This is an optimization exercise on Yosys and OpenROAD, whose aim is small area and a short achievable clock period, not a production implementation. Where RTL was checked, it was by simulation tests only, not by an equivalence proof against the original. Power and IR drop assume default switching activity.

Design lru_replace_ctrl, start of the top module:
module lru_replace_ctrl #(
    parameter int WAYS  = lru_pkg::WAYS,
    parameter int IDX_W = lru_pkg::IDX_W
) (
    input  logic             clk,
    input  logic             rst,
    input  logic             i_req_valid,
    output logic             o_req_ready,
    input  logic [IDX_W-1:0] i_req_addr_7,
    input  logic [WAYS-1:0]  i_req_match_8,
    output logic [IDX_W-1:0] o_lru_addr_7,
    output logic [WAYS-1:0]  o_lru_hit_way_8,
    output logic             o_lru_hit_sig,
    output logic             o_lru_update,
    input  logic [WAYS-1:0]  i_lru_flag_8,
    output logic             o_refill_valid,
    output logic [WAYS-1:0]  o_refill_way_8,
    output logic [IDX_W-1:0] o_refill_addr_7,
    input  logic             i_refill_done,
    output logic             o_resp_valid,
    output logic             o_resp_hit,
    output logic [WAYS-1:0]  o_resp_way_8,
    input  logic             i_resp_ready,
    output logic             o_multi_hit_err
);
Settings: LEC_CHECK=0, CAP_MARGIN=20, CORE_MARGIN=2, CORE_UTILIZATION=35, CTS_CLUSTER_DIAMETER=100, CTS_CLUSTER_SIZE=30, SETUP_SLACK_MARGIN=4.5, SLEW_MARGIN=20; clock period 8.0 ns.
standard.sh (not shown) runs the stock make flow with config.mk's settings and CLKGATE_MAP_FILE= SYNTH_SCRIPT=/design/flow/synth_recipe.tcl, a recipe that flattens the netlist after the stock synthesis.
==> flow/flow/run.sh <==
#!/bin/bash
# The standard layout (the standard.sh, standard synthesis included),
# with the port buffers made of plain buffers and timing repair allowed to
# change a cell's footprint when it resizes it.
bash standard.sh MATCH_CELL_FOOTPRINT=0 "BUFFER_PORTS_ARGS=-buffer_cell sky130_fd_sc_hd__buf_2" finish > standard.log 2>&1
Rerun with:
Settings changed: SETUP_SLACK_MARGIN 4.5 to 4.
After rerunning: The changed run finished clean; cell count decreases slightly; routed wire length falls by a few percent; setup slack improved by 0.068 ns; clock-buffer cell count is unchanged; global-route usage is lower by 0.19 points; total power decreases by a few percent; fmax increases slightly; register-to-register slack improves by 0.13 ns; die area does not change.

========
== v6 ==
Another version of the RTL of lru_replace_ctrl (not shown whole).
For scale: ~1,300 cells after synthesis, roughly 500 flip-flops, about 73 I/O pins, about 15,000 um^2 of cells after synthesis.
export LEC_CHECK = 0
export ABC_AREA = 1
export CAP_MARGIN = 20
export CORE_MARGIN = 2
export CORE_UTILIZATION = 35
export CTS_CLUSTER_DIAMETER = 100
export CTS_CLUSTER_SIZE = 30
export SETUP_SLACK_MARGIN = 4.6
export SLEW_MARGIN = 20
create_clock -name core_clock -period 8.0 [get_ports {clk}]
==> flow/flow/run.sh <==
#!/bin/bash
# The standard layout (standard.sh, its synthesis script included) with
# three changes:
#  - ABC maps the logic with flow/abc_area.script (ABC_AREA is 1), an
#    area-recovering mapping, in place of ORFS's abc_area.script; the flow
#    scripts are otherwise ORFS's own, copied unchanged;
#  - the port buffers are plain buffers;
#  - timing repair may change a cell's footprint when it resizes it.
set -e
rm -rf scripts_abc
cp -r "$FLOW_HOME/scripts" scripts_abc
cp flow/abc_area.script scripts_abc/abc_area.script
bash standard.sh SCRIPTS_DIR="$PWD/scripts_abc" MATCH_CELL_FOOTPRINT=0 \
    "BUFFER_PORTS_ARGS=-buffer_cell sky130_fd_sc_hd__buf_2" finish > standard.log 2>&1
==> flow/flow/abc_area.script <==
&get -n
&st
&dch
&nf -R 1000
&put
v6 went all the way through synthesis, placement and routing and the layout is clean on timing, DRC and antenna.
Inputs modified between v6 and v36:
- SETUP_SLACK_MARGIN: 4.6 -> 4.5
-- flow/flow/abc_area.script --
<<< v6, line 6
>>> v36, line 6
topo
stime -c
buffer -c
upsize -c
dnsize -c
Notes after the runs:
Via count of the first global-routing pass essentially unchanged between v6 and v36. On share of total power in combinational logic, v36 and v6 are neck and neck. Summary: with v6 as the reference, detailed route wirelength on metal3 in v36 moved down by a little under 10%. Per the comparison of v36 with v6, die extent in y rose by about 1.7%; area growth from synthesis to final layout fell by 3.5 points. Taking v6 as the reference, in v36 share of the final layout cell area in sequential cells fell by 0.17 points, number of remaining DRC errors stayed essentially flat. Diff v36..v6 | clock network power share | negligible. Measured against each other, v36 and v6 differ in setup slack, the lower figure coming from v36. v6 has a lower area of the die than v36.
Setup changes, v36 to v44
- CORE_UTILIZATION changed from 35 to 55
- CTS_CLUSTER_SIZE changed from 30 to 28
- The higher logic gate share of total power of v44 and v36 is in v44.
- Changes observed in v44 relative to v36: power density over cell area rose about 1.7%; layout overhead on the synthesized area fell 1.5 points; worst setup slack rose 10 ps.

========
Another version of the RTL of lru_replace_ctrl (not shown whole).
For scale: about 1800 cells after synthesis, about 500 flip-flops, ~73 I/O pins, ~17000 µm² of cells after synthesis.
export LEC_CHECK = 0
export ABC_AREA = 1
export CAP_MARGIN = 20
export CORE_MARGIN = 2
export CORE_UTILIZATION = 35
export CTS_CLUSTER_DIAMETER = 100
export CTS_CLUSTER_SIZE = 30
export SETUP_SLACK_MARGIN = 4.3
export SLEW_MARGIN = 20
create_clock -name core_clock -period 8.0 [get_ports {clk}]
==> flow/flow/run.sh <==
#!/bin/bash
# The standard layout (the standard.sh, standard synthesis included),
# with the port buffers made of plain buffers and timing repair allowed to
# change a cell's footprint when it resizes it.
bash standard.sh MATCH_CELL_FOOTPRINT=0 "BUFFER_PORTS_ARGS=-buffer_cell sky130_fd_sc_hd__buf_2" finish > standard.log 2>&1
The first run completed with no timing, DRC or antenna violations.
Edit:
==> flow/flow/run.sh (replaced) <==
#!/bin/bash
# The standard layout (standard.sh, its synthesis script included) with
# three changes:
#  - ABC maps the logic with flow/abc_area.script (ABC_AREA is 1), an
#    area-recovering mapping, in place of ORFS's abc_area.script; the flow
#    scripts are otherwise ORFS's own, copied unchanged;
#  - the port buffers are plain buffers;
#  - timing repair may change a cell's footprint when it resizes it.
set -e
rm -rf scripts_abc
cp -r "$FLOW_HOME/scripts" scripts_abc
cp flow/abc_area.script scripts_abc/abc_area.script
bash standard.sh SCRIPTS_DIR="$PWD/scripts_abc" MATCH_CELL_FOOTPRINT=0 \
    "BUFFER_PORTS_ARGS=-buffer_cell sky130_fd_sc_hd__buf_2" finish > standard.log 2>&1
==> flow/flow/abc_area.script (new file) <==
&get -n
&st
&dch
&nf -R 1000
&put
topo
stime -c
buffer -c
upsize -c
dnsize -c
- SETUP_SLACK_MARGIN: 4.3 -> 4.6
Clock power stays flat. Core utilization went up by 0.50 points. Sequential share of layout area went up by 2.5 points. Clock skew went down by 0.011 ns. Routed wire length went down by 14%. Global-route usage went down by 1.7 points. First-iteration DRC count went up by 12%.
No functional check of the RTL was part of any run of this note.

-- separate check: timing with driven ports --
The flow's constraints put no driver on any port. The routed layouts listed below were extracted and timed again, unchanged, in two steps. Step 1 assumes that a clkbuf_16 drives the clock port and a buf_2 every other input. Step 2 times the ports against the registers' clock, not the clock port: input delays grow and output delays shrink by t, the midpoint of the rising clock arrivals with the driver on. Slacks: no drivers / after step 1 / after step 2; pairs: no drivers / after step 1.
run | t, ns | setup WS [ns] | worst slew at a driven data input, ns
the first run of note 1 | 0.592 | 3.817 / 3.763 / 4.012 | 0.04
the second run of note 1 | 0.603 | 3.885 / 3.835 / 3.658 | 0.06
v6 | 0.585 | 4.456 / 4.408 / 4.099 | 0.04
v36 | 0.589 | 4.453 / 4.401 / 4.094 | 0.04
v44 | 0.592 | 4.464 / 4.413 / 4.042 | 0.04
the first run of note 3 | 0.604 | 4.328 / 4.274 / 3.989 | 0.05
the second run of note 3 | 0.594 | 4.517 / 4.486 / 4.156 | 0.04
After both steps every run listed still meets setup and hold. For v44, which loses most, drivers alone change the setup slack by -0.051 ns; drivers and shift together by -0.422 ns.
